Context: an optimization exercise on an open-source flow, tuned for small area, a short achievable clock period and few clock cycles per item. The choices shown serve that exercise and are no tape-out recipe. Only simulation tests tie the RTL to the original design; equivalence was not proved. Power figures rest on the tool's default switching activity, not on a simulated workload.

===== flow/design.v =====
package sia_pkg;
    localparam logic [2:0] CMD_ADD = 3'd0;
    localparam logic [2:0] CMD_SUB = 3'd1;
    localparam logic [2:0] CMD_DIV = 3'd2;
    localparam logic [2:0] CMD_MUL = 3'd3;
    localparam logic [2:0] CMD_REM = 3'd4;
endpackage
module signed_int_alu_div_mod_core (
    input  logic        i_clk,
    input  logic        i_rst_n,
    input  logic        i_valid,
    output logic        o_ready,
    input  logic [2:0]  i_command,
    input  logic [31:0] i_operand_a,
    input  logic [31:0] i_operand_b,
    output logic        o_valid,
    input  logic        i_ready,
    output logic [31:0] o_result,
    output logic        o_status
);
    logic        r_ov, r_sv, r_rdy;
    logic [32:0] r_od, r_oh, r_sd;
    logic [4:0]  r_cnt;
    logic        w_rec, w_push, w_end_v, w_st;
    logic [31:0] w_res;
    logic        w_cmul, w_cdv, w_csub, w_cnone, w_cdiv, w_crem;
    assign w_cmul  = (i_command == 3'd3);
    assign w_cdiv  = (i_command == 3'd2);
    assign w_crem  = (i_command == 3'd4);
    assign w_cdv   = w_cdiv | w_crem;
    assign w_csub  = (i_command == 3'd1);
    assign w_cnone = i_command[2] & (i_command[1] | i_command[0]);
    logic [31:0] w_ora, w_orb, w_d0, w_n0;
    logic        w_na, w_nb, w_negb, w_neg0;
    logic [1:0]  w_t0;
    assign w_ora[0] = 1'b0;
    assign w_orb[0] = 1'b0;
    genvar gi;
    generate for (gi = 1; gi < 32; gi = gi + 1) begin : g_or
        assign w_ora[gi] = |i_operand_a[gi-1:0];
        assign w_orb[gi] = |i_operand_b[gi-1:0];
    end endgenerate
    assign w_na   = i_operand_a[31];
    assign w_nb   = i_operand_b[31];
    assign w_negb = w_csub | (w_cdv & !w_nb);
    assign w_d0   = w_cmul ? (i_operand_a ^ ~w_ora) : (w_cnone ? 32'd0 : (i_operand_b ^ (w_orb & {32{w_negb}})));
    assign w_n0   = w_cmul ? i_operand_b : w_cnone ? 32'd0 : (i_operand_a ^ (w_ora & {32{w_cdv & w_na}}));
    assign w_neg0 = (w_cdiv & (w_na ^ w_nb)) | (w_crem & w_na);
    assign w_t0   = w_cmul ? 2'd1 : w_cdiv ? 2'd2 : w_crem ? 2'd3 : 2'd0;
    logic        r_v0, r_g0;
    logic [1:0]  r_t0;
    logic [31:0] r_d0, r_n0;
    always_ff @(posedge i_clk) begin
        if (!i_rst_n) r_v0 <= 1'b0;
        else r_v0 <= w_rec ? w_end_v : (i_valid && r_rdy);
        r_t0 <= w_rec ? {w_st, 1'b0} : w_t0;
        r_g0 <= w_rec ? 1'b0 : w_neg0;
        r_d0 <= w_rec ? w_res : w_d0;
        r_n0 <= w_rec ? 32'd0 : w_n0;
    end
    logic w_m1, w_dv1, w_as1;
    assign w_m1  = !r_t0[1] & r_t0[0];
    assign w_dv1 = r_t0[1];
    assign w_as1 = !r_t0[1] & !r_t0[0];
    logic [0:0] w_x0, w_s0, w_r0;
    logic        w_c0, w_hz0, w_sel0;
    logic [31:0] w_q0;
    assign w_x0 = r_n0[31];
    assign {w_c0, w_s0} = {1'b0, w_x0} + {1'b0, r_d0[0:0]};
    assign w_hz0 = &r_d0[31:1];
    assign w_sel0 = (w_m1 & r_n0[31]) | (w_dv1 & w_hz0 & w_c0);
    assign w_r0 = w_sel0 ? w_s0 : w_x0;
    assign w_q0 = {r_n0[30:0], w_sel0};
    logic [1:0] w_x1, w_s1, w_r1;
    logic        w_c1, w_hz1, w_sel1;
    logic [31:0] w_q1;
    assign w_x1 = {w_r0, w_q0[31]};
    assign {w_c1, w_s1} = {1'b0, w_x1} + {1'b0, r_d0[1:0]};
    assign w_hz1 = &r_d0[31:2];
    assign w_sel1 = (w_m1 & w_q0[31]) | (w_dv1 & w_hz1 & w_c1);
    assign w_r1 = w_sel1 ? w_s1 : w_x1;
    assign w_q1 = {w_q0[30:0], w_sel1};
    logic        r_v1, r_g1;
    logic [1:0]  r_t1;
    logic [31:0] r_d1, r_n1;
    logic [1:0] r_r1;
    always_ff @(posedge i_clk) begin
        if (!i_rst_n) r_v1 <= 1'b0;
        else r_v1 <= r_v0;
        r_t1 <= r_t0;
        r_g1 <= r_g0;
        r_d1 <= r_d0;
        r_n1 <= w_q1;
        r_r1 <= w_r1;
    end
    logic w_m2, w_dv2, w_as2;
    assign w_m2  = !r_t1[1] & r_t1[0];
    assign w_dv2 = r_t1[1];
    assign w_as2 = !r_t1[1] & !r_t1[0];
    logic [2:0] w_x2, w_s2, w_r2;
    logic        w_c2, w_hz2, w_sel2;
    logic [31:0] w_q2;
    assign w_x2 = {r_r1, r_n1[31]};
    assign {w_c2, w_s2} = {1'b0, w_x2} + {1'b0, r_d1[2:0]};
    assign w_hz2 = &r_d1[31:3];
    assign w_sel2 = (w_m2 & r_n1[31]) | (w_dv2 & w_hz2 & w_c2);
    assign w_r2 = w_sel2 ? w_s2 : w_x2;
    assign w_q2 = {r_n1[30:0], w_sel2};
    logic [3:0] w_x3, w_s3, w_r3;
    logic        w_c3, w_hz3, w_sel3;
    logic [31:0] w_q3;
    assign w_x3 = {w_r2, w_q2[31]};
    assign {w_c3, w_s3} = {1'b0, w_x3} + {1'b0, r_d1[3:0]};
    assign w_hz3 = &r_d1[31:4];
    assign w_sel3 = (w_m2 & w_q2[31]) | (w_dv2 & w_hz3 & w_c3);
    assign w_r3 = w_sel3 ? w_s3 : w_x3;
    assign w_q3 = {w_q2[30:0], w_sel3};
    logic        r_v2, r_g2;
    logic [1:0]  r_t2;
    logic [31:0] r_d2, r_n2;
    logic [3:0] r_r2;
    always_ff @(posedge i_clk) begin
        if (!i_rst_n) r_v2 <= 1'b0;
        else r_v2 <= r_v1;
        r_t2 <= r_t1;
        r_g2 <= r_g1;
        r_d2 <= r_d1;
        r_n2 <= w_q3;
        r_r2 <= w_r3;
    end
    logic w_m3, w_dv3, w_as3;
    assign w_m3  = !r_t2[1] & r_t2[0];
    assign w_dv3 = r_t2[1];
    assign w_as3 = !r_t2[1] & !r_t2[0];
    logic [4:0] w_x4, w_s4, w_r4;
    logic        w_c4, w_hz4, w_sel4;
    logic [31:0] w_q4;
    assign w_x4 = {r_r2, r_n2[31]};
    assign {w_c4, w_s4} = {1'b0, w_x4} + {1'b0, r_d2[4:0]};
    assign w_hz4 = &r_d2[31:5];
    assign w_sel4 = (w_m3 & r_n2[31]) | (w_dv3 & w_hz4 & w_c4);
    assign w_r4 = w_sel4 ? w_s4 : w_x4;
    assign w_q4 = {r_n2[30:0], w_sel4};
    logic [5:0] w_x5, w_s5, w_r5;
    logic        w_c5, w_hz5, w_sel5;
    logic [31:0] w_q5;
    assign w_x5 = {w_r4, w_q4[31]};
    assign {w_c5, w_s5} = {1'b0, w_x5} + {1'b0, r_d2[5:0]};
    assign w_hz5 = &r_d2[31:6];
    assign w_sel5 = (w_m3 & w_q4[31]) | (w_dv3 & w_hz5 & w_c5);
    assign w_r5 = w_sel5 ? w_s5 : w_x5;
    assign w_q5 = {w_q4[30:0], w_sel5};
    logic        r_v3, r_g3;
    logic [1:0]  r_t3;
    logic [31:0] r_d3, r_n3;
    logic [5:0] r_r3;
    always_ff @(posedge i_clk) begin
        if (!i_rst_n) r_v3 <= 1'b0;
        else r_v3 <= r_v2;
        r_t3 <= r_t2;
        r_g3 <= r_g2;
        r_d3 <= r_d2;
        r_n3 <= w_q5;
        r_r3 <= w_r5;
    end
    logic w_m4, w_dv4, w_as4;
    assign w_m4  = !r_t3[1] & r_t3[0];
    assign w_dv4 = r_t3[1];
    assign w_as4 = !r_t3[1] & !r_t3[0];
    logic [6:0] w_x6, w_s6, w_r6;
    logic        w_c6, w_hz6, w_sel6;
    logic [31:0] w_q6;
    assign w_x6 = {r_r3, r_n3[31]};
    assign {w_c6, w_s6} = {1'b0, w_x6} + {1'b0, r_d3[6:0]};
    assign w_hz6 = &r_d3[31:7];
    assign w_sel6 = (w_m4 & r_n3[31]) | (w_dv4 & w_hz6 & w_c6);
    assign w_r6 = w_sel6 ? w_s6 : w_x6;
    assign w_q6 = {r_n3[30:0], w_sel6};
    logic [7:0] w_x7, w_s7, w_r7;
    logic        w_c7, w_hz7, w_sel7;
    logic [31:0] w_q7;
    assign w_x7 = {w_r6, w_q6[31]};
    assign {w_c7, w_s7} = {1'b0, w_x7} + {1'b0, r_d3[7:0]};
    assign w_hz7 = &r_d3[31:8];
    assign w_sel7 = (w_m4 & w_q6[31]) | (w_dv4 & w_hz7 & w_c7);
    assign w_r7 = w_sel7 ? w_s7 : w_x7;
    assign w_q7 = {w_q6[30:0], w_sel7};
    logic        r_v4, r_g4;
    logic [1:0]  r_t4;
    logic [31:0] r_d4, r_n4;
    logic [7:0] r_r4;
    always_ff @(posedge i_clk) begin
        if (!i_rst_n) r_v4 <= 1'b0;
        else r_v4 <= r_v3;
        r_t4 <= r_t3;
        r_g4 <= r_g3;
        r_d4 <= r_d3;
        r_n4 <= w_q7;
        r_r4 <= w_r7;
    end
    logic w_m5, w_dv5, w_as5;
    assign w_m5  = !r_t4[1] & r_t4[0];
    assign w_dv5 = r_t4[1];
    assign w_as5 = !r_t4[1] & !r_t4[0];
    logic [8:0] w_x8, w_s8, w_r8;
    logic        w_c8, w_hz8, w_sel8;
    logic [31:0] w_q8;
    assign w_x8 = {r_r4, r_n4[31]};
    assign {w_c8, w_s8} = {1'b0, w_x8} + {1'b0, r_d4[8:0]};
    assign w_hz8 = &r_d4[31:9];
    assign w_sel8 = (w_m5 & r_n4[31]) | (w_dv5 & w_hz8 & w_c8);
    assign w_r8 = w_sel8 ? w_s8 : w_x8;
    assign w_q8 = {r_n4[30:0], w_sel8};
    logic [9:0] w_x9, w_s9, w_r9;
    logic        w_c9, w_hz9, w_sel9;
    logic [31:0] w_q9;
    assign w_x9 = {w_r8, w_q8[31]};
    assign {w_c9, w_s9} = {1'b0, w_x9} + {1'b0, r_d4[9:0]};
    assign w_hz9 = &r_d4[31:10];
    assign w_sel9 = (w_m5 & w_q8[31]) | (w_dv5 & w_hz9 & w_c9);
    assign w_r9 = w_sel9 ? w_s9 : w_x9;
    assign w_q9 = {w_q8[30:0], w_sel9};
    logic        r_v5, r_g5;
    logic [1:0]  r_t5;
    logic [31:0] r_d5, r_n5;
    logic [9:0] r_r5;
    always_ff @(posedge i_clk) begin
        if (!i_rst_n) r_v5 <= 1'b0;
        else r_v5 <= r_v4;
        r_t5 <= r_t4;
        r_g5 <= r_g4;
        r_d5 <= r_d4;
        r_n5 <= w_q9;
        r_r5 <= w_r9;
    end
    logic w_m6, w_dv6, w_as6;
    assign w_m6  = !r_t5[1] & r_t5[0];
    assign w_dv6 = r_t5[1];
    assign w_as6 = !r_t5[1] & !r_t5[0];
    logic [10:0] w_x10, w_s10, w_r10;
    logic        w_c10, w_hz10, w_sel10;
    logic [31:0] w_q10;
    assign w_x10 = {r_r5, r_n5[31]};
    assign {w_c10, w_s10} = {1'b0, w_x10} + {1'b0, r_d5[10:0]};
    assign w_hz10 = &r_d5[31:11];
    assign w_sel10 = (w_m6 & r_n5[31]) | (w_dv6 & w_hz10 & w_c10);
    assign w_r10 = w_sel10 ? w_s10 : w_x10;
    assign w_q10 = {r_n5[30:0], w_sel10};
    logic        r_v6, r_g6;
    logic [1:0]  r_t6;
    logic [31:0] r_d6, r_n6;
    logic [10:0] r_r6;
    always_ff @(posedge i_clk) begin
        if (!i_rst_n) r_v6 <= 1'b0;
        else r_v6 <= r_v5;
        r_t6 <= r_t5;
        r_g6 <= r_g5;
        r_d6 <= r_d5;
        r_n6 <= w_q10;
        r_r6 <= w_r10;
    end
    logic w_m7, w_dv7, w_as7;
    assign w_m7  = !r_t6[1] & r_t6[0];
    assign w_dv7 = r_t6[1];
    assign w_as7 = !r_t6[1] & !r_t6[0];
    logic [11:0] w_x11, w_s11, w_r11;
    logic        w_c11, w_hz11, w_sel11;
    logic [31:0] w_q11;
    assign w_x11 = {r_r6, r_n6[31]};
    assign {w_c11, w_s11} = {1'b0, w_x11} + {1'b0, r_d6[11:0]};
    assign w_hz11 = &r_d6[31:12];
    assign w_sel11 = (w_m7 & r_n6[31]) | (w_dv7 & w_hz11 & w_c11);
    assign w_r11 = w_sel11 ? w_s11 : w_x11;
    assign w_q11 = {r_n6[30:0], w_sel11};
    logic        r_v7, r_g7;
    logic [1:0]  r_t7;
    logic [31:0] r_d7, r_n7;
    logic [11:0] r_r7;
    always_ff @(posedge i_clk) begin
        if (!i_rst_n) r_v7 <= 1'b0;
        else r_v7 <= r_v6;
        r_t7 <= r_t6;
        r_g7 <= r_g6;
        r_d7 <= r_d6;
        r_n7 <= w_q11;
        r_r7 <= w_r11;
    end
    logic w_m8, w_dv8, w_as8;
    assign w_m8  = !r_t7[1] & r_t7[0];
    assign w_dv8 = r_t7[1];
    assign w_as8 = !r_t7[1] & !r_t7[0];
    logic [12:0] w_x12, w_s12, w_r12;
    logic        w_c12, w_hz12, w_sel12;
    logic [31:0] w_q12;
    assign w_x12 = {r_r7, r_n7[31]};
    assign {w_c12, w_s12} = {1'b0, w_x12} + {1'b0, r_d7[12:0]};
    assign w_hz12 = &r_d7[31:13];
    assign w_sel12 = (w_m8 & r_n7[31]) | (w_dv8 & w_hz12 & w_c12);
    assign w_r12 = w_sel12 ? w_s12 : w_x12;
    assign w_q12 = {r_n7[30:0], w_sel12};
    logic        r_v8, r_g8;
    logic [1:0]  r_t8;
    logic [31:0] r_d8, r_n8;
    logic [12:0] r_r8;
    always_ff @(posedge i_clk) begin
        if (!i_rst_n) r_v8 <= 1'b0;
        else r_v8 <= r_v7;
        r_t8 <= r_t7;
        r_g8 <= r_g7;
        r_d8 <= r_d7;
        r_n8 <= w_q12;
        r_r8 <= w_r12;
    end
    logic w_m9, w_dv9, w_as9;
    assign w_m9  = !r_t8[1] & r_t8[0];
    assign w_dv9 = r_t8[1];
    assign w_as9 = !r_t8[1] & !r_t8[0];
    logic [13:0] w_x13, w_s13, w_r13;
    logic        w_c13, w_hz13, w_sel13;
    logic [31:0] w_q13;
    assign w_x13 = {r_r8, r_n8[31]};
    assign {w_c13, w_s13} = {1'b0, w_x13} + {1'b0, r_d8[13:0]};
    assign w_hz13 = &r_d8[31:14];
    assign w_sel13 = (w_m9 & r_n8[31]) | (w_dv9 & w_hz13 & w_c13);
    assign w_r13 = w_sel13 ? w_s13 : w_x13;
    assign w_q13 = {r_n8[30:0], w_sel13};
    logic        r_v9, r_g9;
    logic [1:0]  r_t9;
    logic [31:0] r_d9, r_n9;
    logic [13:0] r_r9;
    always_ff @(posedge i_clk) begin
        if (!i_rst_n) r_v9 <= 1'b0;
        else r_v9 <= r_v8;
        r_t9 <= r_t8;
        r_g9 <= r_g8;
        r_d9 <= r_d8;
        r_n9 <= w_q13;
        r_r9 <= w_r13;
    end
    logic w_m10, w_dv10, w_as10;
    assign w_m10  = !r_t9[1] & r_t9[0];
    assign w_dv10 = r_t9[1];
    assign w_as10 = !r_t9[1] & !r_t9[0];
    logic [14:0] w_x14, w_s14, w_r14;
    logic        w_c14, w_hz14, w_sel14;
    logic [31:0] w_q14;
    assign w_x14 = {r_r9, r_n9[31]};
    assign {w_c14, w_s14} = {1'b0, w_x14} + {1'b0, r_d9[14:0]};
    assign w_hz14 = &r_d9[31:15];
    assign w_sel14 = (w_m10 & r_n9[31]) | (w_dv10 & w_hz14 & w_c14);
    assign w_r14 = w_sel14 ? w_s14 : w_x14;
    assign w_q14 = {r_n9[30:0], w_sel14};
    logic        r_v10, r_g10;
    logic [1:0]  r_t10;
    logic [31:0] r_d10, r_n10;
    logic [14:0] r_r10;
    always_ff @(posedge i_clk) begin
        if (!i_rst_n) r_v10 <= 1'b0;
        else r_v10 <= r_v9;
        r_t10 <= r_t9;
        r_g10 <= r_g9;
        r_d10 <= r_d9;
        r_n10 <= w_q14;
        r_r10 <= w_r14;
    end
    logic w_m11, w_dv11, w_as11;
    assign w_m11  = !r_t10[1] & r_t10[0];
    assign w_dv11 = r_t10[1];
    assign w_as11 = !r_t10[1] & !r_t10[0];
    logic [15:0] w_x15, w_s15, w_r15;
    logic        w_c15, w_hz15, w_sel15;
    logic [31:0] w_q15;
    assign w_x15 = {r_r10, r_n10[31]};
    assign {w_c15, w_s15} = {1'b0, w_x15} + {1'b0, r_d10[15:0]};
    assign w_hz15 = &r_d10[31:16];
    assign w_sel15 = (w_m11 & r_n10[31]) | (w_dv11 & w_hz15 & w_c15);
    assign w_r15 = w_sel15 ? w_s15 : w_x15;
    assign w_q15 = {r_n10[30:0], w_sel15};
    logic        r_v11, r_g11;
    logic [1:0]  r_t11;
    logic [31:0] r_d11, r_n11;
    logic [15:0] r_r11;
    always_ff @(posedge i_clk) begin
        if (!i_rst_n) r_v11 <= 1'b0;
        else r_v11 <= r_v10;
        r_t11 <= r_t10;
        r_g11 <= r_g10;
        r_d11 <= r_d10;
        r_n11 <= w_q15;
        r_r11 <= w_r15;
    end
    logic w_m12, w_dv12, w_as12;
    assign w_m12  = !r_t11[1] & r_t11[0];
    assign w_dv12 = r_t11[1];
    assign w_as12 = !r_t11[1] & !r_t11[0];
    logic [16:0] w_x16, w_s16, w_r16;
    logic        w_c16, w_hz16, w_sel16;
    logic [31:0] w_q16;
    assign w_x16 = {r_r11, r_n11[31]};
    assign {w_c16, w_s16} = {1'b0, w_x16} + {1'b0, r_d11[16:0]};
    assign w_hz16 = &r_d11[31:17];
    assign w_sel16 = (w_m12 & r_n11[31]) | (w_dv12 & w_hz16 & w_c16);
    assign w_r16 = w_sel16 ? w_s16 : w_x16;
    assign w_q16 = {r_n11[30:0], w_sel16};
    logic        r_v12, r_g12;
    logic [1:0]  r_t12;
    logic [31:0] r_d12, r_n12;
    logic [16:0] r_r12;
    always_ff @(posedge i_clk) begin
        if (!i_rst_n) r_v12 <= 1'b0;
        else r_v12 <= r_v11;
        r_t12 <= r_t11;
        r_g12 <= r_g11;
        r_d12 <= r_d11;
        r_n12 <= w_q16;
        r_r12 <= w_r16;
    end
    logic w_m13, w_dv13, w_as13;
    assign w_m13  = !r_t12[1] & r_t12[0];
    assign w_dv13 = r_t12[1];
    assign w_as13 = !r_t12[1] & !r_t12[0];
    logic [17:0] w_x17, w_s17, w_r17;
    logic        w_c17, w_hz17, w_sel17;
    logic [31:0] w_q17;
    assign w_x17 = {r_r12, r_n12[31]};
    assign {w_c17, w_s17} = {1'b0, w_x17} + {1'b0, r_d12[17:0]};
    assign w_hz17 = &r_d12[31:18];
    assign w_sel17 = (w_m13 & r_n12[31]) | (w_dv13 & w_hz17 & w_c17);
    assign w_r17 = w_sel17 ? w_s17 : w_x17;
    assign w_q17 = {r_n12[30:0], w_sel17};
    logic        r_v13, r_g13;
    logic [1:0]  r_t13;
    logic [31:0] r_d13, r_n13;
    logic [17:0] r_r13;
    always_ff @(posedge i_clk) begin
        if (!i_rst_n) r_v13 <= 1'b0;
        else r_v13 <= r_v12;
        r_t13 <= r_t12;
        r_g13 <= r_g12;
        r_d13 <= r_d12;
        r_n13 <= w_q17;
        r_r13 <= w_r17;
    end
    logic w_m14, w_dv14, w_as14;
    assign w_m14  = !r_t13[1] & r_t13[0];
    assign w_dv14 = r_t13[1];
    assign w_as14 = !r_t13[1] & !r_t13[0];
    logic [18:0] w_x18, w_s18, w_r18;
    logic        w_c18, w_hz18, w_sel18;
    logic [31:0] w_q18;
    assign w_x18 = {r_r13, r_n13[31]};
    assign {w_c18, w_s18} = {1'b0, w_x18} + {1'b0, r_d13[18:0]};
    assign w_hz18 = &r_d13[31:19];
    assign w_sel18 = (w_m14 & r_n13[31]) | (w_dv14 & w_hz18 & w_c18);
    assign w_r18 = w_sel18 ? w_s18 : w_x18;
    assign w_q18 = {r_n13[30:0], w_sel18};
    logic        r_v14, r_g14;
    logic [1:0]  r_t14;
    logic [31:0] r_d14, r_n14;
    logic [18:0] r_r14;
    always_ff @(posedge i_clk) begin
        if (!i_rst_n) r_v14 <= 1'b0;
        else r_v14 <= r_v13;
        r_t14 <= r_t13;
        r_g14 <= r_g13;
        r_d14 <= r_d13;
        r_n14 <= w_q18;
        r_r14 <= w_r18;
    end
    logic w_m15, w_dv15, w_as15;
    assign w_m15  = !r_t14[1] & r_t14[0];
    assign w_dv15 = r_t14[1];
    assign w_as15 = !r_t14[1] & !r_t14[0];
    logic [19:0] w_x19, w_s19, w_r19;
    logic        w_c19, w_hz19, w_sel19;
    logic [31:0] w_q19;
    assign w_x19 = {r_r14, r_n14[31]};
    assign {w_c19, w_s19} = {1'b0, w_x19} + {1'b0, r_d14[19:0]};
    assign w_hz19 = &r_d14[31:20];
    assign w_sel19 = (w_m15 & r_n14[31]) | (w_dv15 & w_hz19 & w_c19);
    assign w_r19 = w_sel19 ? w_s19 : w_x19;
    assign w_q19 = {r_n14[30:0], w_sel19};
    logic        r_v15, r_g15;
    logic [1:0]  r_t15;
    logic [31:0] r_d15, r_n15;
    logic [19:0] r_r15;
    always_ff @(posedge i_clk) begin
        if (!i_rst_n) r_v15 <= 1'b0;
        else r_v15 <= r_v14;
        r_t15 <= r_t14;
        r_g15 <= r_g14;
        r_d15 <= r_d14;
        r_n15 <= w_q19;
        r_r15 <= w_r19;
    end
    logic w_m16, w_dv16, w_as16;
    assign w_m16  = !r_t15[1] & r_t15[0];
    assign w_dv16 = r_t15[1];
    assign w_as16 = !r_t15[1] & !r_t15[0];
    logic [20:0] w_x20, w_s20, w_r20;
    logic        w_c20, w_hz20, w_sel20;
    logic [31:0] w_q20;
    assign w_x20 = {r_r15, r_n15[31]};
    assign {w_c20, w_s20} = {1'b0, w_x20} + {1'b0, r_d15[20:0]};
    assign w_hz20 = &r_d15[31:21];
    assign w_sel20 = (w_m16 & r_n15[31]) | (w_dv16 & w_hz20 & w_c20);
    assign w_r20 = w_sel20 ? w_s20 : w_x20;
    assign w_q20 = {r_n15[30:0], w_sel20};
    logic        r_v16, r_g16;
    logic [1:0]  r_t16;
    logic [31:0] r_d16, r_n16;
    logic [20:0] r_r16;
    always_ff @(posedge i_clk) begin
        if (!i_rst_n) r_v16 <= 1'b0;
        else r_v16 <= r_v15;
        r_t16 <= r_t15;
        r_g16 <= r_g15;
        r_d16 <= r_d15;
        r_n16 <= w_q20;
        r_r16 <= w_r20;
    end
    logic w_m17, w_dv17, w_as17;
    assign w_m17  = !r_t16[1] & r_t16[0];
    assign w_dv17 = r_t16[1];
    assign w_as17 = !r_t16[1] & !r_t16[0];
    logic [21:0] w_x21, w_s21, w_r21;
    logic        w_c21, w_hz21, w_sel21;
    logic [31:0] w_q21;
    assign w_x21 = {r_r16, r_n16[31]};
    assign {w_c21, w_s21} = {1'b0, w_x21} + {1'b0, r_d16[21:0]};
    assign w_hz21 = &r_d16[31:22];
    assign w_sel21 = (w_m17 & r_n16[31]) | (w_dv17 & w_hz21 & w_c21);
    assign w_r21 = w_sel21 ? w_s21 : w_x21;
    assign w_q21 = {r_n16[30:0], w_sel21};
    logic        r_v17, r_g17;
    logic [1:0]  r_t17;
    logic [31:0] r_d17, r_n17;
    logic [21:0] r_r17;
    always_ff @(posedge i_clk) begin
        if (!i_rst_n) r_v17 <= 1'b0;
        else r_v17 <= r_v16;
        r_t17 <= r_t16;
        r_g17 <= r_g16;
        r_d17 <= r_d16;
        r_n17 <= w_q21;
        r_r17 <= w_r21;
    end
    logic w_m18, w_dv18, w_as18;
    assign w_m18  = !r_t17[1] & r_t17[0];
    assign w_dv18 = r_t17[1];
    assign w_as18 = !r_t17[1] & !r_t17[0];
    logic [22:0] w_x22, w_s22, w_r22;
    logic        w_c22, w_hz22, w_sel22;
    logic [31:0] w_q22;
    assign w_x22 = {r_r17, r_n17[31]};
    assign {w_c22, w_s22} = {1'b0, w_x22} + {1'b0, r_d17[22:0]};
    assign w_hz22 = &r_d17[31:23];
    assign w_sel22 = (w_m18 & r_n17[31]) | (w_dv18 & w_hz22 & w_c22);
    assign w_r22 = w_sel22 ? w_s22 : w_x22;
    assign w_q22 = {r_n17[30:0], w_sel22};
    logic        r_v18, r_g18;
    logic [1:0]  r_t18;
    logic [31:0] r_d18, r_n18;
    logic [22:0] r_r18;
    always_ff @(posedge i_clk) begin
        if (!i_rst_n) r_v18 <= 1'b0;
        else r_v18 <= r_v17;
        r_t18 <= r_t17;
        r_g18 <= r_g17;
        r_d18 <= r_d17;
        r_n18 <= w_q22;
        r_r18 <= w_r22;
    end
    logic w_m19, w_dv19, w_as19;
    assign w_m19  = !r_t18[1] & r_t18[0];
    assign w_dv19 = r_t18[1];
    assign w_as19 = !r_t18[1] & !r_t18[0];
    logic [23:0] w_x23, w_s23, w_r23;
    logic        w_c23, w_hz23, w_sel23;
    logic [31:0] w_q23;
    assign w_x23 = {r_r18, r_n18[31]};
    assign {w_c23, w_s23} = {1'b0, w_x23} + {1'b0, r_d18[23:0]};
    assign w_hz23 = &r_d18[31:24];
    assign w_sel23 = (w_m19 & r_n18[31]) | (w_dv19 & w_hz23 & w_c23);
    assign w_r23 = w_sel23 ? w_s23 : w_x23;
    assign w_q23 = {r_n18[30:0], w_sel23};
    logic        r_v19, r_g19;
    logic [1:0]  r_t19;
    logic [31:0] r_d19, r_n19;
    logic [23:0] r_r19;
    always_ff @(posedge i_clk) begin
        if (!i_rst_n) r_v19 <= 1'b0;
        else r_v19 <= r_v18;
        r_t19 <= r_t18;
        r_g19 <= r_g18;
        r_d19 <= r_d18;
        r_n19 <= w_q23;
        r_r19 <= w_r23;
    end
    logic w_m20, w_dv20, w_as20;
    assign w_m20  = !r_t19[1] & r_t19[0];
    assign w_dv20 = r_t19[1];
    assign w_as20 = !r_t19[1] & !r_t19[0];
    logic [24:0] w_x24, w_s24, w_r24;
    logic        w_c24, w_hz24, w_sel24;
    logic [31:0] w_q24;
    assign w_x24 = {r_r19, r_n19[31]};
    assign {w_c24, w_s24} = {1'b0, w_x24} + {1'b0, r_d19[24:0]};
    assign w_hz24 = &r_d19[31:25];
    assign w_sel24 = (w_m20 & r_n19[31]) | (w_dv20 & w_hz24 & w_c24);
    assign w_r24 = w_sel24 ? w_s24 : w_x24;
    assign w_q24 = {r_n19[30:0], w_sel24};
    logic        r_v20, r_g20;
    logic [1:0]  r_t20;
    logic [31:0] r_d20, r_n20;
    logic [24:0] r_r20;
    always_ff @(posedge i_clk) begin
        if (!i_rst_n) r_v20 <= 1'b0;
        else r_v20 <= r_v19;
        r_t20 <= r_t19;
        r_g20 <= r_g19;
        r_d20 <= r_d19;
        r_n20 <= w_q24;
        r_r20 <= w_r24;
    end
    logic w_m21, w_dv21, w_as21;
    assign w_m21  = !r_t20[1] & r_t20[0];
    assign w_dv21 = r_t20[1];
    assign w_as21 = !r_t20[1] & !r_t20[0];
    logic [25:0] w_x25, w_s25, w_r25;
    logic        w_c25, w_hz25, w_sel25;
    logic [31:0] w_q25;
    assign w_x25 = {r_r20, r_n20[31]};
    assign {w_c25, w_s25} = {1'b0, w_x25} + {1'b0, r_d20[25:0]};
    assign w_hz25 = &r_d20[31:26];
    assign w_sel25 = (w_m21 & r_n20[31]) | (w_dv21 & w_hz25 & w_c25);
    assign w_r25 = w_sel25 ? w_s25 : w_x25;
    assign w_q25 = {r_n20[30:0], w_sel25};
    logic        r_v21, r_g21;
    logic [1:0]  r_t21;
    logic [31:0] r_d21, r_n21;
    logic [25:0] r_r21;
    always_ff @(posedge i_clk) begin
        if (!i_rst_n) r_v21 <= 1'b0;
        else r_v21 <= r_v20;
        r_t21 <= r_t20;
        r_g21 <= r_g20;
        r_d21 <= r_d20;
        r_n21 <= w_q25;
        r_r21 <= w_r25;
    end
    logic w_m22, w_dv22, w_as22;
    assign w_m22  = !r_t21[1] & r_t21[0];
    assign w_dv22 = r_t21[1];
    assign w_as22 = !r_t21[1] & !r_t21[0];
    logic [26:0] w_x26, w_s26, w_r26;
    logic        w_c26, w_hz26, w_sel26;
    logic [31:0] w_q26;
    assign w_x26 = {r_r21, r_n21[31]};
    assign {w_c26, w_s26} = {1'b0, w_x26} + {1'b0, r_d21[26:0]};
    assign w_hz26 = &r_d21[31:27];
    assign w_sel26 = (w_m22 & r_n21[31]) | (w_dv22 & w_hz26 & w_c26);
    assign w_r26 = w_sel26 ? w_s26 : w_x26;
    assign w_q26 = {r_n21[30:0], w_sel26};
    logic        r_v22, r_g22;
    logic [1:0]  r_t22;
    logic [31:0] r_d22, r_n22;
    logic [26:0] r_r22;
    always_ff @(posedge i_clk) begin
        if (!i_rst_n) r_v22 <= 1'b0;
        else r_v22 <= r_v21;
        r_t22 <= r_t21;
        r_g22 <= r_g21;
        r_d22 <= r_d21;
        r_n22 <= w_q26;
        r_r22 <= w_r26;
    end
    logic w_m23, w_dv23, w_as23;
    assign w_m23  = !r_t22[1] & r_t22[0];
    assign w_dv23 = r_t22[1];
    assign w_as23 = !r_t22[1] & !r_t22[0];
    logic [27:0] w_x27, w_s27, w_r27;
    logic        w_c27, w_hz27, w_sel27;
    logic [31:0] w_q27;
    assign w_x27 = {r_r22, r_n22[31]};
    assign {w_c27, w_s27} = {1'b0, w_x27} + {1'b0, r_d22[27:0]};
    assign w_hz27 = &r_d22[31:28];
    assign w_sel27 = (w_m23 & r_n22[31]) | (w_dv23 & w_hz27 & w_c27);
    assign w_r27 = w_sel27 ? w_s27 : w_x27;
    assign w_q27 = {r_n22[30:0], w_sel27};
    logic        r_v23, r_g23;
    logic [1:0]  r_t23;
    logic [31:0] r_d23, r_n23;
    logic [27:0] r_r23;
    always_ff @(posedge i_clk) begin
        if (!i_rst_n) r_v23 <= 1'b0;
        else r_v23 <= r_v22;
        r_t23 <= r_t22;
        r_g23 <= r_g22;
        r_d23 <= r_d22;
        r_n23 <= w_q27;
        r_r23 <= w_r27;
    end
    logic w_m24, w_dv24, w_as24;
    assign w_m24  = !r_t23[1] & r_t23[0];
    assign w_dv24 = r_t23[1];
    assign w_as24 = !r_t23[1] & !r_t23[0];
    logic [28:0] w_x28, w_s28, w_r28;
    logic        w_c28, w_hz28, w_sel28;
    logic [31:0] w_q28;
    assign w_x28 = {r_r23, r_n23[31]};
    assign {w_c28, w_s28} = {1'b0, w_x28} + {1'b0, r_d23[28:0]};
    assign w_hz28 = &r_d23[31:29];
    assign w_sel28 = (w_m24 & r_n23[31]) | (w_dv24 & w_hz28 & w_c28);
    assign w_r28 = w_sel28 ? w_s28 : w_x28;
    assign w_q28 = {r_n23[30:0], w_sel28};
    logic        r_v24, r_g24;
    logic [1:0]  r_t24;
    logic [31:0] r_d24, r_n24;
    logic [28:0] r_r24;
    always_ff @(posedge i_clk) begin
        if (!i_rst_n) r_v24 <= 1'b0;
        else r_v24 <= r_v23;
        r_t24 <= r_t23;
        r_g24 <= r_g23;
        r_d24 <= r_d23;
        r_n24 <= w_q28;
        r_r24 <= w_r28;
    end
    logic w_m25, w_dv25, w_as25;
    assign w_m25  = !r_t24[1] & r_t24[0];
    assign w_dv25 = r_t24[1];
    assign w_as25 = !r_t24[1] & !r_t24[0];
    logic [29:0] w_x29, w_s29, w_r29;
    logic        w_c29, w_hz29, w_sel29;
    logic [31:0] w_q29;
    assign w_x29 = {r_r24, r_n24[31]};
    assign {w_c29, w_s29} = {1'b0, w_x29} + {1'b0, r_d24[29:0]};
    assign w_hz29 = &r_d24[31:30];
    assign w_sel29 = (w_m25 & r_n24[31]) | (w_dv25 & w_hz29 & w_c29);
    assign w_r29 = w_sel29 ? w_s29 : w_x29;
    assign w_q29 = {r_n24[30:0], w_sel29};
    logic        r_v25, r_g25;
    logic [1:0]  r_t25;
    logic [31:0] r_d25, r_n25;
    logic [29:0] r_r25;
    always_ff @(posedge i_clk) begin
        if (!i_rst_n) r_v25 <= 1'b0;
        else r_v25 <= r_v24;
        r_t25 <= r_t24;
        r_g25 <= r_g24;
        r_d25 <= r_d24;
        r_n25 <= w_q29;
        r_r25 <= w_r29;
    end
    logic w_m26, w_dv26, w_as26;
    assign w_m26  = !r_t25[1] & r_t25[0];
    assign w_dv26 = r_t25[1];
    assign w_as26 = !r_t25[1] & !r_t25[0];
    logic [30:0] w_x30, w_s30, w_r30;
    logic        w_c30, w_hz30, w_sel30;
    logic [31:0] w_q30;
    assign w_x30 = {r_r25, r_n25[31]};
    assign {w_c30, w_s30} = {1'b0, w_x30} + {1'b0, r_d25[30:0]};
    assign w_hz30 = &r_d25[31:31];
    assign w_sel30 = (w_m26 & r_n25[31]) | (w_dv26 & w_hz30 & w_c30);
    assign w_r30 = w_sel30 ? w_s30 : w_x30;
    assign w_q30 = {r_n25[30:0], w_sel30};
    logic        r_v26, r_g26;
    logic [1:0]  r_t26;
    logic [31:0] r_d26, r_n26;
    logic [30:0] r_r26;
    always_ff @(posedge i_clk) begin
        if (!i_rst_n) r_v26 <= 1'b0;
        else r_v26 <= r_v25;
        r_t26 <= r_t25;
        r_g26 <= r_g25;
        r_d26 <= r_d25;
        r_n26 <= w_q30;
        r_r26 <= w_r30;
    end
    logic w_m27, w_dv27, w_as27;
    assign w_m27  = !r_t26[1] & r_t26[0];
    assign w_dv27 = r_t26[1];
    assign w_as27 = !r_t26[1] & !r_t26[0];
    logic [31:0] w_x31, w_s31, w_r31;
    logic        w_c31, w_hz31, w_sel31;
    logic [31:0] w_q31;
    assign w_x31 = {r_r26, r_n26[31]};
    assign {w_c31, w_s31} = {1'b0, w_x31} + {1'b0, r_d26[31:0]};
    assign w_sel31 = (w_m27 & r_n26[31]) | (w_dv27 & w_c31) | w_as27;
    assign w_r31 = w_sel31 ? w_s31 : w_x31;
    assign w_q31 = {r_n26[30:0], w_sel31};
    logic        r_v27, r_g27;
    logic [1:0]  r_t27;
    logic [31:0] r_d27, r_n27;
    logic [31:0] r_r27;
    always_ff @(posedge i_clk) begin
        if (!i_rst_n) r_v27 <= 1'b0;
        else r_v27 <= r_v26;
        r_t27 <= r_t26;
        r_g27 <= r_g26;
        r_d27 <= r_d26;
        r_n27 <= w_q31;
        r_r27 <= w_r31;
    end
    logic        w_dz;
    logic [31:0] w_mag, w_orm;
    assign w_dz  = ~|r_d27;
    assign w_st  = r_t27[1] & w_dz;
    assign w_mag = (r_t27 == 2'd2) ? r_n27 : r_r27;
    assign w_orm[0] = 1'b0;
    generate for (gi = 1; gi < 32; gi = gi + 1) begin : g_orm
        assign w_orm[gi] = |w_mag[gi-1:0];
    end endgenerate
    assign w_res = w_st ? 32'd0 : (w_mag ^ (w_orm & {32{r_g27}}));
    assign w_end_v = r_v27;
    assign w_rec   = w_end_v && (r_sv || (r_cnt != 5'd0));
    assign w_push  = w_end_v && !r_sv && (r_cnt == 5'd0);
    logic        n_ov, n_sv, n_end_v;
    logic [4:0]  n_cnt;
    always_comb begin
        n_ov = r_ov;
        n_sv = r_sv;
        if (!r_ov || i_ready) begin
            n_ov = r_sv || w_push;
            n_sv = 1'b0;
        end else if (w_push) begin
            n_sv = 1'b1;
        end
        if (w_rec && r_cnt == 5'd0) n_cnt = 5'd27;
        else if (r_cnt != 5'd0)     n_cnt = r_cnt - 5'd1;
        else                           n_cnt = r_cnt;
        n_end_v = r_v26;
    end
    always_ff @(posedge i_clk) begin
        if (!i_rst_n) begin
            r_ov  <= 1'b0;
            r_sv  <= 1'b0;
            r_cnt <= 5'd0;
            r_rdy <= 1'b1;
        end else begin
            r_ov  <= n_ov;
            r_sv  <= n_sv;
            r_cnt <= n_cnt;
            r_rdy <= (n_cnt == 5'd0) && !(n_end_v && n_sv);
        end
        if (!r_sv) r_sd <= {w_st, w_res};
        r_od <= (r_ov && !i_ready) ? r_oh : r_sv ? r_sd : {w_st, w_res};
        r_oh <= (r_ov && !i_ready) ? r_od : r_sv ? r_sd : {w_st, w_res};
    end
    assign o_ready  = r_rdy;
    assign o_valid  = r_ov;
    assign o_result = r_od[31:0];
    assign o_status = r_od[32];
endmodule

===== flow/flow/run.sh =====
#!/bin/bash
set -euo pipefail
bash standard.sh synth > standard_synth.log 2>&1
cat >> config.mk <<'EOM'
export DONT_USE_CELLS += sky130_fd_sc_hd__clkdlybuf4s15_1 sky130_fd_sc_hd__clkdlybuf4s15_2 sky130_fd_sc_hd__clkdlybuf4s18_1 sky130_fd_sc_hd__clkdlybuf4s18_2 sky130_fd_sc_hd__clkdlybuf4s25_1 sky130_fd_sc_hd__clkdlybuf4s25_2 sky130_fd_sc_hd__clkdlybuf4s50_1 sky130_fd_sc_hd__clkdlybuf4s50_2 sky130_fd_sc_hd__dlygate4sd1_1 sky130_fd_sc_hd__dlygate4sd2_1 sky130_fd_sc_hd__dlygate4sd3_1 sky130_fd_sc_hd__dlymetal6s2s_1 sky130_fd_sc_hd__dlymetal6s4s_1 sky130_fd_sc_hd__dlymetal6s6s_1
EOM
bash standard.sh place > standard_place.log 2>&1
echo "export SETUP_SLACK_MARGIN = ${FLOW_MARGIN_NS:-6.8}" >> config.mk
bash standard.sh finish > standard_finish.log 2>&1

===== flow/standard.sh =====
#!/bin/bash
# synth_recipe.tcl (not shown) runs the flow's synth.tcl, then flattens the netlist and writes it again
# the make line also repeats each setting of config.mk as NAME=value (left out here)
make -C /OpenROAD-flow-scripts/flow DESIGN_CONFIG=/design/flow/config.mk WORK_HOME=/design/flow/orfs CLKGATE_MAP_FILE= SYNTH_SCRIPT=/design/flow/synth_recipe.tcl "${@:-finish}"

===== flow/config.mk =====
export PLATFORM = sky130hd
export DESIGN_NAME = signed_int_alu_div_mod_core
export DESIGN_NICKNAME = signed_int_alu_div_mod_core
export VERILOG_FILES = /design/flow/design.v
export SDC_FILE = /design/flow/constraint.sdc
export NUM_CORES = 4
export LEC_CHECK = 0
export ABC_AREA = 1
export CAP_MARGIN = 20
export CORE_MARGIN = 2
export CORE_UTILIZATION = 60
export SLEW_MARGIN = 20
export DONT_USE_CELLS += sky130_fd_sc_hd__clkdlybuf4s15_1 sky130_fd_sc_hd__clkdlybuf4s15_2 sky130_fd_sc_hd__clkdlybuf4s18_1 sky130_fd_sc_hd__clkdlybuf4s18_2 sky130_fd_sc_hd__clkdlybuf4s25_1 sky130_fd_sc_hd__clkdlybuf4s25_2 sky130_fd_sc_hd__clkdlybuf4s50_1 sky130_fd_sc_hd__clkdlybuf4s50_2 sky130_fd_sc_hd__dlygate4sd1_1 sky130_fd_sc_hd__dlygate4sd2_1 sky130_fd_sc_hd__dlygate4sd3_1 sky130_fd_sc_hd__dlymetal6s2s_1 sky130_fd_sc_hd__dlymetal6s4s_1 sky130_fd_sc_hd__dlymetal6s6s_1
export SETUP_SLACK_MARGIN = 6.8

===== flow/constraint.sdc =====
create_clock -name core_clock -period 10.0 [get_ports {i_clk}]
set_input_delay 2.0000 -clock core_clock [delete_from_list [all_inputs] [get_ports {i_clk}]]
set_output_delay 2.0000 -clock core_clock [all_outputs]
set_load 0.01 [all_outputs]

==> metrics.md, run 1 <==
| Metric | Value |
|---|---|
| Placed Instances | `12.4k` |
| Leak | `47.9 nW` |
| Final setup fails | `0` |
| Slew headroom | `0.137` |
| Cell Area, Synth | `0.0923 mm2` |
| Clk buf depth | `3` |
| Vias per inst | `5.55` |
| HP Class | `reg -> reg` |
| CTS buffer count | `226` |
| Power per cell area | `295 mW/mm2` |
| Netlist cell types | `60` |
| CTS tree | `yes` |
| Chip Width | `396 um` |
| Grt ovf | `0` |
| DP HPWL | `188000 um` |
| DRC viols | `0` |
| Vias in the first global route | `70.3k` |
| Register area share after synthesis | `0.545` |
| Row cnt | `143` |
| RSZ-0062 raised after global routing | `yes` |
| Max Cap Violations | `0` |
| Placer Congestion | `1.01` |
| Final WS setup | `6.59 ns` |
| Synthesis Warnings | `1` |
| Peak supply drop | `0.000251 V` |
| Share of cells above drive strength 1 | `0.0799` |
| Die height | `396 um` |
| Number of DRC markers in iteration 0 | `5870` |
| 1st-pass router iterations | `9` |
| Final TNS setup | `0 ns` |
| Worst Tran Pin Value | `1.28 ns` |
| Place WS | `4.99 ns` |
| Pins Over Slew Limit | `0` |
| Post-route ant nets | `0` |
| Number of port buffers | `105` |
| Post-synth ARST share | `0` |
| Routed WL | `257000 um` |
| Largest net degree at the start of global routing | `58` |
| CP Launch Type | `register` |
| Most frequent cells in the layout | `dfxtp_1 (2453), nand2_1 (2446), nand3_1 (814), inv_1 (723), a21oi_1 (675)` |
| First-pass GRT wire length | `391000 um` |
| Most common cell after layout, fill and taps aside | `dfxtp_1` |
| Worst path cell trace | `buf_6` |
| Clock Skew | `0.0763 ns` |
| Dominant synthesized flop cell | `dfxtp_1` |
| Flop2flop setup slack | `6.71 ns` |
| Post-synth EDFFs | `0` |
| Fin. Hold Viols | `0` |
| Slowest CP cell | `dfxtp_4` |
| Core area | `0.152 mm2` |
| GRT Total Usage | `0.316` |
| Mean area per synthesized cell | `8.89 um2` |
| Total die area | `0.157 mm2` |
| Flop and latch count out of synthesis | `2514` |
| Hold WS | `0.281 ns` |
| Final instance count without filler cells | `12.9k` |
| Tcrit/Tclk final | `0.341` |
| Layout Nets | `11.3k` |
| Clock slew at reported path FFs | `0.07 ns` |
| Area Growth Syn to Fin | `14.1%` |
| I/O Pins | `106` |
| Worst Path Buf+Inv | `1` |
| Largest delay share family, worst path | `flip-flops` |
| Worst-Skew Late Latency | `0.89 ns` |
| Largest regs | `r_od x33, r_oh x33, r_sd x33` |
| Fmax | `293 MHz` |
| Initial antenna violation count | `17` |
| Crit Path Class | `reg -> out` |
| Initial core utilization | `0.606` |
| Sink Count | `2514` |
| Syn nets | `11.0k` |
| Total number of vias | `71.8k` |
| Final min period | `3.41 ns` |
| CP max stage delay | `0.44 ns` |
| Worst path required time | `8.00 ns` |
| CP arrival | `1.41 ns` |
| H-tree depth | `4` |
| Synthesized instance count | `10.4k` |
| Root Driver | `clkbuf_16` |
| CTS Hold Bufs | `0` |
| CP endpoint kind | `output pin` |
| Outcome | `timing/DRC/antenna clean` |
| Worst Path Max Fanout | `2` |
| Drt wl/cell | `19.9 um` |
## metal layers
layer | wire (um) | vias to the layer above | global-route usage | share of wire
met5 | 66 | - | 0 | 0.00026
met4 | 9170 | 10 | 0.114 | 0.036
met3 | 16100 | 578 | 0.0512 | 0.063
met2 | 122000 | 2515 | 0.535 | 0.48
met1 | 109000 | 33681 | 0.408 | 0.42
li1 | - | 34982 | - | -
## cell usage after synthesis (13+ instances only)
cell type,instances,area share
xnor2_1,158,0.015
buf_1,13,0.00053
o211ai_1,28,0.0023
fa_1,31,0.0067
o21bai_1,60,0.0049
nand4_1,164,0.011
nand2_2,13,0.00088
a31oi_1,26,0.0018
xor2_1,279,0.026
nand2_1,2491,0.10
buf_2,51,0.0028
dfxtp_1,2514,0.55
nor2_1,634,0.026
nand3b_1,52,0.0042
a211oi_1,19,0.0015
o21ai_1,32,0.0017
and2_1,26,0.0018
nor4_1,32,0.0022
a21oi_1,694,0.038
o21a_1,26,0.0021
o21ai_0,462,0.025
a21boi_1,17,0.0014
a21o_1,60,0.0049
or2_2,35,0.0024
nand3_1,829,0.045
clkbuf_1,117,0.0048
a21boi_0,34,0.0028
ha_1,533,0.072
inv_1,736,0.030
nor3_1,126,0.0068
## through the flow
| step | instance area, um2 | total power, mW | utilization |
|---|---|---|---|
| detailed placement | 94500 | 21.2 | 0.620 |
| floorplan | 92300 | 18.7 | - |
| global placement | 94500 | 21.2 | 0.620 |
| finish | 105000 | 31.1 | 0.691 |
| CTS | 104000 | 30.8 | 0.682 |
| global route | 105000 | 32.7 | 0.691 |
## path summary, 6_finish.rpt
kind / from / endpoint / depth (start not counted)
worst max register to register: r_d4[5]$_DFF_P_ / r_r5[9]$_DFF_P_ / 19
worst min-delay path: r_n12[15]$_DFF_P_ / r_n13[16]$_DFF_P_ / 0
worst min register to register: r_n12[15]$_DFF_P_ / r_n13[16]$_DFF_P_ / 0
worst max-delay path: r_od[20]$_DFF_P_ / o_result[20] / 1
## logic make-up after synthesis
group	Yosys count	share of synthesized area
simple gates	4433	0.205
compound gates	1493	0.0893
flops	2514	0.545
fa+ha+maj	564	0.0790
xor+xnor	437	0.0415
buf+inv	938	0.0400
## layout make-up
cell class,count,area (um2)
repair inverters,4,30.0
inverters,741,2840
well taps,2030,2540
fillers,11759,47000
flip-flops and latches,2514,50500
diodes,9,22.5
clock buffers,282,6260
clock inverters,144,2070
multi-input cells,6932,39500
repair buffers,271,1560
## timing repair
action,4_1_cts,5_1_grt
resized for setup,247,231
gates cloned,7,3
pin swaps,18,49
setup endpoints to repair,528,427
setup buffers,52,77
endpoints found under the hold margin,0,0
## power by group
part | switching, mW | internal (mW) | total, mW
logic | 5.53 | 3.24 | 8.77
clock network | 4.03 | 5.38 | 9.41
registers | 1.23 | 11.7 | 12.9
Testbench counts, summed over its fixed seeds: cycles 24,232, items 24,000.
==> run 2: changes to the inputs <==
--- a/flow/config.mk
+++ b/flow/config.mk
@@ -8,7 +8,7 @@
 export ABC_AREA = 1
 export CAP_MARGIN = 20
 export CORE_MARGIN = 2
-export CORE_UTILIZATION = 60
+export CORE_UTILIZATION = 40
 export SLEW_MARGIN = 20
 export DONT_USE_CELLS += sky130_fd_sc_hd__clkdlybuf4s15_1 sky130_fd_sc_hd__clkdlybuf4s15_2 sky130_fd_sc_hd__clkdlybuf4s18_1 sky130_fd_sc_hd__clkdlybuf4s18_2 sky130_fd_sc_hd__clkdlybuf4s25_1 sky130_fd_sc_hd__clkdlybuf4s25_2 sky130_fd_sc_hd__clkdlybuf4s50_1 sky130_fd_sc_hd__clkdlybuf4s50_2 sky130_fd_sc_hd__dlygate4sd1_1 sky130_fd_sc_hd__dlygate4sd2_1 sky130_fd_sc_hd__dlygate4sd3_1 sky130_fd_sc_hd__dlymetal6s2s_1 sky130_fd_sc_hd__dlymetal6s4s_1 sky130_fd_sc_hd__dlymetal6s6s_1
 export SETUP_SLACK_MARGIN = 6.8
==> metrics.md, run 2 <==
| Metric | Value |
|---|---|
| Register area share after synthesis | `0.545` |
| Yosys top cell by area | `dfxtp_1` |
| Synth area leaders | `dfxtp_1 (55%), nand2_1 (10%), ha_1 (7.2%), nand3_1 (4.5%), a21oi_1 (3.8%)` |
| Die height | `484 um` |
| Largest regs | `r_od x33, r_oh x33, r_sd x33` |
| Netlist cell types | `60` |
| Final min period | `3.39 ns` |
| First-pass GRT wire length | `409000 um` |
| Most frequent cells in the layout | `nand2_1 (2459), dfxtp_1 (2457), nand3_1 (810), inv_1 (723), a21oi_1 (678)` |
| Post-Synth XOR/XNOR Area | `0.0415` |
| Vias per inst | `5.02` |
| Synthesis Warnings | `1` |
| Slew headroom | `0.311` |
| Grt ovf | `0` |
| Largest family of logic cells by synthesized area | `simple AND/OR/NAND/NOR gates` |
| Post-route ant nets | `0` |
| Area fraction of the dominant cell type after synthesis | `0.545` |
| CP endpoint kind | `output pin` |
| I/O Pins | `106` |
| 1st-pass router iterations | `7` |
| CP arrival | `1.39 ns` |
| CP Launch Type | `register` |
| Initial antenna violation count | `28` |
| Tcrit/Tclk final | `0.339` |
| H-tree depth | `4` |
| Row cnt | `176` |
| Synthesized instance count | `10.4k` |
| Final setup fails | `0` |
| Placer Congestion | `0.958` |
| Adder-cell area share of the yosys netlist | `0.0790` |
| Number of DRC markers in iteration 0 | `4805` |
| Chip Width | `484 um` |
| Most frequent cell after synthesis | `dfxtp_1` |
| Crit Path Class | `reg -> out` |
| Syn nets | `11.0k` |
| Outcome | `timing/DRC/antenna clean` |
| Hold WS | `0.282 ns` |
| HP Class | `reg -> reg` |
| Area Growth Syn to Fin | `15.3%` |
| Root Driver | `clkbuf_16` |
| CTS buffer count | `237` |
| Most frequent cells after synthesis | `dfxtp_1 (2514), nand2_1 (2491), nand3_1 (829)` |
| RSZ-0062 raised after global routing | `yes` |
| Routed WL | `274000 um` |
| Final WS setup | `6.61 ns` |
| P_sw | `10.9 mW` |
| CP max stage delay | `0.37 ns` |
| CTS tree | `yes` |
| DRC viols | `0` |
| Mean area per synthesized cell | `8.89 um2` |
| Clock slew at reported path FFs | `0.07 ns` |
| Met3 Wirelength | `11100 um` |
| Most common cell after layout, fill and taps aside | `nand2_1` |
| Sequential share of power | `0.416` |
| Worst path cell trace | `buf_6` |
| Peak supply drop | `0.000183 V` |
| Largest delay share family, worst path | `flip-flops` |
| Pint | `20.4 mW` |
| Total number of vias | `69.9k` |
| Post-synth ARST share | `0` |
| Total die area | `0.235 mm2` |
| Post-synth EDFFs | `0` |
| Layout Nets | `11.3k` |
| Clk network pwr share | `0.304` |
| Worst-Skew Late Latency | `0.91 ns` |
| Initial core utilization | `0.402` |
| Fin. Hold Viols | `0` |
| Power per cell area | `294 mW/mm2` |
| DP HPWL | `215000 um` |
| Sink Count | `2514` |
| Vias in the first global route | `68.2k` |
| Number of port buffers | `105` |
| Leak | `47.9 nW` |
| Power share of the combinational group | `0.280` |
| Cell Area, Synth | `0.0923 mm2` |
| Pins Over Slew Limit | `0` |
| Share of cells above drive strength 1 | `0.0766` |
| Flop and latch count out of synthesis | `2514` |
| Dominant synthesized flop cell | `dfxtp_1` |
| Worst Path Max Fanout | `2` |
| Net Sw Frac | `0.348` |
| Fmax | `295 MHz` |
| DR WL met2 | `133000 um` |
| Drt wl/cell | `19.6 um` |
| Clock Skew | `0.0788 ns` |
| Worst path required time | `8.00 ns` |
| Max Cap Violations | `0` |
| Post-synthesis mux area share | `0` |
| Share of the core filled with cells | `0.463` |
| Synth Area in Compound Gates | `0.0893` |
| Largest net degree at the start of global routing | `50` |
| Met1 WL | `117000 um` |
| GRT Total Usage | `0.226` |
| Worst Path Buf+Inv | `1` |
| Top Layer Used | `met5` |
| Core area | `0.230 mm2` |
| Simple-gate share of the synthesized area | `0.205` |
| Worst Tran Pin Value | `1.03 ns` |
| Clk buf depth | `3` |
| Final TNS setup | `0 ns` |
| Final total power | `31.3 mW` |
| Slowest CP cell | `dfxtp_2` |
| Place WS | `5.13 ns` |
| CTS Hold Bufs | `0` |
==> run 2: cell types whose count changed in the layout (fill, tap and decap cells not counted), moves of 7 or more <==
cell | previous run | this run
clkbuf_1 | 18 | 35
nand2_1 | 2446 | 2459
buf_1 | 142 | 130
clkinv_4 | 17 | 7
clkbuf_16 | 228 | 237
nand2_4 | 27 | 18
clkinvlp_4 | 35 | 28
dfxtp_4 | 19 | 12
diode_2 | 9 | 16
nand3_2 | 17 | 24
o21ai_0 | 435 | 442
==> run 2: worst paths after layout <==
path	slack [ns]	cells past startpoint	endpoint	from
setup / recovery	6.61	1	o_ready	r_rdy$_SDFF_PN1_
hold / removal	0.28	0	r_n18[27]$_DFF_P_	r_n17[26]$_DFF_P_
setup reg to reg	6.86	13	r_d0[18]$_DFF_P_	r_t27[1]$_DFF_P_
hold reg to reg	0.28	0	r_n18[27]$_DFF_P_	r_n17[26]$_DFF_P_
==> run 2: layer usage <==
| metal | GRT usage | up-vias |
|---|---|---|
| li1 | - | 34974 |
| met1 | 0.280 | 32674 |
| met2 | 0.394 | 1724 |
| met3 | 0.0259 | 508 |
| met4 | 0.0967 | 4 |
| met5 | 0 | - |
==> run 2: cells by family (layout without fill, tap and decap cells) <==
| kind of cell | Yosys count | count (layout) |
|---|---|---|
| AO/OA/AOI/OAI | 1493 | 1493 |
| flip-flops | 2514 | 2514 |
| buffers and inverters | 938 | 1443 |
| other | 0 | 16 |
| adder cells (fa/ha/maj) | 564 | 564 |
| XOR/XNOR | 437 | 437 |
| AND/OR/NAND/NOR | 4433 | 4437 |
==> run 2: what timing repair did <==
| item | 4_1_cts | 5_1_grt |
|---|---|---|
| hold endpoints to repair | 0 | 0 |
| gates resized for setup | 255 | 174 |
| buffers inserted | 32 | 78 |
| pin swaps | 11 | 50 |
| cloned | 4 | 3 |
| endpoints found under the setup margin | 569 | 452 |
==> run 2: layout make-up <==
type	count	area, um2
diodes	16	40.0
well taps	3026	3790
clock buffers	311	6600
fillers	22011	123000
inverters	741	2830
multi-input cells	6931	39200
flip-flops and latches	2514	50400
clock inverters	131	1930
repair buffers	257	1530
repair inverters	3	22.5
==> run 2: stage by stage <==
| stage | instance area (um2) | std cells |
|---|---|---|
| after floorplan | 92300 | 10379 |
| after global routing | 106000 | 13924 |
| after CTS | 105000 | 13831 |
| after detailed placement | 95700 | 13353 |
| final | 106000 | 13930 |
| after global placement | 95700 | 13352 |
==> run 2: power by group through the flow <==
stage	logic [mW]	registers (mW)	clock network, mW
6_report	8.77	13.0	9.52
5_1_grt	9.82	13.1	10.1
4_1_cts	8.60	13.0	9.74
3_5_place_dp	8.42	13.2	0
3_3_place_gp	8.42	13.2	0
2_1_floorplan	6.30	12.4	0
==> run 3: changes to the inputs <==
--- a/flow/config.mk
+++ b/flow/config.mk
@@ -5,10 +5,12 @@
 export SDC_FILE = /design/flow/constraint.sdc
 export NUM_CORES = 4
 export LEC_CHECK = 0
-export ABC_AREA = 1
+export ABC_AREA = 0
 export CAP_MARGIN = 20
 export CORE_MARGIN = 2
 export CORE_UTILIZATION = 40
+export CTS_CLUSTER_DIAMETER = 120
+export CTS_CLUSTER_SIZE = 26
 export SLEW_MARGIN = 20
 export DONT_USE_CELLS += sky130_fd_sc_hd__clkdlybuf4s15_1 sky130_fd_sc_hd__clkdlybuf4s15_2 sky130_fd_sc_hd__clkdlybuf4s18_1 sky130_fd_sc_hd__clkdlybuf4s18_2 sky130_fd_sc_hd__clkdlybuf4s25_1 sky130_fd_sc_hd__clkdlybuf4s25_2 sky130_fd_sc_hd__clkdlybuf4s50_1 sky130_fd_sc_hd__clkdlybuf4s50_2 sky130_fd_sc_hd__dlygate4sd1_1 sky130_fd_sc_hd__dlygate4sd2_1 sky130_fd_sc_hd__dlygate4sd3_1 sky130_fd_sc_hd__dlymetal6s2s_1 sky130_fd_sc_hd__dlymetal6s4s_1 sky130_fd_sc_hd__dlymetal6s6s_1
 export SETUP_SLACK_MARGIN = 6.8
==> metrics.md, run 3 <==
| Metric | Value |
|---|---|
| Grt ovf | `0` |
| Crit Path Class | `reg -> reg` |
| Final TNS setup | `0 ns` |
| Synthesized instance count | `7703` |
| HP Class | `reg -> reg` |
| Post-synth ARST share | `0` |
| Area fraction of the dominant cell type after synthesis | `0.588` |
| Vias in the first global route | `56.0k` |
| Largest regs | `r_od x33, r_oh x33, r_sd x33` |
| Netlist cell types | `106` |
| Register area share after synthesis | `0.588` |
| Peak supply drop | `0.000194 V` |
| Syn nets | `8338` |
| CP max stage delay | `0.36 ns` |
| DRC viols | `0` |
| Dominant synthesized flop cell | `dfxtp_1` |
| Pins Over Slew Limit | `0` |
| Initial antenna violation count | `15` |
| Chip Width | `467 um` |
| Routed WL | `220000 um` |
| CTS buffer count | `108` |
| Number of port buffers | `105` |
| Fin. Hold Viols | `0` |
| Synthesis Warnings | `1` |
| GRT Total Usage | `0.192` |
| Post-synth EDFFs | `0` |
| DR WL met2 | `107000 um` |
| Sink Count | `2514` |
| Place WS | `4.64 ns` |
| Max Cap Violations | `0` |
| Total die area | `0.218 mm2` |
| Core area | `0.212 mm2` |
| Post-route ant nets | `0` |
| Fmax | `251 MHz` |
| Slew headroom | `0.207` |
| H-tree depth | `3` |
| Leak | `41.7 nW` |
| Power per cell area | `271 mW/mm2` |
| RSZ-0062 raised after global routing | `yes` |
| Most frequent cell after synthesis | `dfxtp_1` |
| Flop and latch count out of synthesis | `2514` |
| Fillers | `19.3k` |
| Mean area per synthesized cell | `11.1 um2` |
| Worst path required time | `10.66 ns` |
| Final min period | `3.99 ns` |
| Worst Path Max Fanout | `5` |
| Final WS setup | `6.01 ns` |
| 1st-pass router iterations | `6` |
| Vias per inst | `5.10` |
| First-pass GRT wire length | `325000 um` |
| Most frequent cells in the layout | `dfxtp_1 (2396), nand2_1 (518), ha_1 (473), a21oi_1 (454), nor2_1 (398)` |
| Initial core utilization | `0.403` |
| Placer Congestion | `0.902` |
| Hold WS | `0.262 ns` |
| Tcrit/Tclk final | `0.399` |
| Worst Path Buf+Inv | `9` |
| CP arrival | `4.65 ns` |
| Drt wl/cell | `19.7 um` |
| Cell mode on critical path | `buf_2` |
| Met3 Wirelength | `7620 um` |
| Worst-Skew Late Latency | `0.83 ns` |
| Layout Nets | `8950` |
| I/O Pins | `106` |
| Final setup fails | `0` |
| Share of cells above drive strength 1 | `0.164` |
| Cell Area, Synth | `0.0856 mm2` |
| Row cnt | `169` |
| Total number of vias | `56.9k` |
| Number of DRC markers in iteration 0 | `3663` |
| CP Launch Type | `register` |
| Area Growth Syn to Fin | `17.0%` |
| CTS tree | `yes` |
| Synth area leaders | `dfxtp_1 (59%), ha_1 (7.8%), xnor2_1 (3.1%), a21oi_1 (3.0%), nand2_1 (2.6%)` |
| Die height | `467 um` |
| Most frequent cells after synthesis | `dfxtp_1 (2514), nand2_1 (583), ha_1 (533)` |
| Root Driver | `clkbuf_16` |
| Met1 WL | `94500 um` |
| DP HPWL | `157000 um` |
| Clk buf depth | `3` |
| Top Layer Used | `met5` |
| Outcome | `timing/DRC/antenna clean` |
| Worst Tran Pin Value | `1.18 ns` |
| Yosys top cell by area | `dfxtp_1` |
| Most common cell after layout, fill and taps aside | `dfxtp_1` |
| Largest delay share family, worst path | `compound AO/OA/AOI/OAI gates` |
| Worst path cell trace | `ha_4 -> a21o_1 -> a21oi_2 -> o21bai_1 -> a21oi_2 -> o21bai_1 -> a21oi_2 -> buf_1 -> buf_2 -> buf_2 -> buf_2 -> buf_2 -> buf_2 -> buf_2 -> buf_2 -> buf_2 -> xnor2_1 -> mux2_4 -> ha_4 -> nand3_1 -> o211a_4 -> o21ai_4 -> mux2_4` |
| CP endpoint kind | `register` |
| Clock Skew | `0.110 ns` |
| Clock slew at reported path FFs | `0.10 ns` |
| Slowest CP cell | `dfxtp_4` |
| Largest net degree at the start of global routing | `85` |
-- run 3: final cells by class --
type | instances | area, um2 | area share
well taps | 2821 | 3530 | 0.0352
inverters | 233 | 905 | 0.00903
clock inverters | 8 | 226 | 0.00226
multi-input cells | 4821 | 38000 | 0.379
diodes | 8 | 20.0 | 0.000200
clock buffers | 111 | 2760 | 0.0275
repair inverters | 3 | 33.8 | 0.000337
repair buffers | 634 | 4120 | 0.0411
flip-flops and latches | 2514 | 50600 | 0.505
-- run 3: layer usage --
metal	vias to the layer above	track usage
li1	28044	-
met1	27344	0.240
met2	1131	0.338
met3	404	0.0210
met4	4	0.0773
met5	-	0
-- run 3: repair_timing --
item	4_1_cts	5_1_grt
buffers inserted	311	173
endpoints found under the setup margin	681	584
cloned	25	15
gates resized for setup	771	572
pin swaps	227	295
hold buffers	0	0
-- run 3: final timing paths --
| path | end | depth (start not counted) | from | slack (ns) |
|---|---|---|---|---|
| setup / recovery | r_r5[1]$_DFF_P_ | 23 | r_d4[1]$_DFF_P_ | 6.01 |
| setup reg to reg | r_r5[1]$_DFF_P_ | 23 | r_d4[1]$_DFF_P_ | 6.01 |
| hold reg to reg | r_n24[21]$_DFF_P_ | 0 | r_n23[20]$_DFF_P_ | 0.26 |
| hold / removal | r_n24[21]$_DFF_P_ | 0 | r_n23[20]$_DFF_P_ | 0.26 |
-- run 3: cell families after synthesis --
| logic type | after synthesis | synth area share |
|---|---|---|
| and+or+nand+nor | 1692 | 0.0940 |
| DFF | 2514 | 0.588 |
| AOI/OAI and AO/OA | 1793 | 0.132 |
| muxes | 218 | 0.0283 |
| xor gates and xnor gates | 532 | 0.0545 |
| buffers and inverters | 390 | 0.0176 |
| adders and majority gates | 564 | 0.0852 |
-- run 3: through the flow --
step                      instance area [um2]  total power, mW  std cells  utilization
after floorplan                         85600             18.5       7703            -
after global placement                  89100             20.7      10501        0.420
after detailed placement                89100             20.8      10501        0.420
after CTS                               97000             26.6      10956        0.457
after global routing                   100000             28.7      11145        0.472
final                                  100000             27.1      11153        0.472
-- run 3: report_power, final --
part | leakage [nW] | switching, mW | internal (mW)
Clock | 1.44 | 3.05 | 2.01
Combinational | 19.3 | 4.92 | 4.00
Sequential | 21.0 | 1.34 | 11.8
Total | 41.7 | 9.30 | 17.8

## separate check: timing with driven ports
Ports are ideal in the flow. The routed layouts listed here were re-timed in OpenROAD. Step 1 sets driving cells, clkbuf_16 on the clock port and buf_2 on the other inputs (assumed; they add their load-dependent delay and slew). Step 2, shift: input delay + t, output delay - t, t = (earliest + latest rising clock arrival at the registers) / 2. This alone moves slack from input paths to output paths. a / b / c = no drivers / after step 1 / after step 2; a / b = the first two.
run | t, ns | setup slack, ns | hold WS [ns] | worst slew at a driven data input, ns
run 1 | 0.938 | 6.587 / 6.497 / 5.953 | 0.281 / 0.281 / 0.281 | 0.15
run 2 | 0.957 | 6.610 / 6.521 / 5.931 | 0.282 / 0.282 / 0.282 | 0.22
run 3 | 0.860 | 6.012 / 6.012 / 5.478 | 0.262 / 0.262 / 0.262 | 0.17
After both steps every run listed still meets setup and hold. For run 2, which loses most, drivers alone change the setup slack by -0.089 ns; drivers and shift together by -0.679 ns.
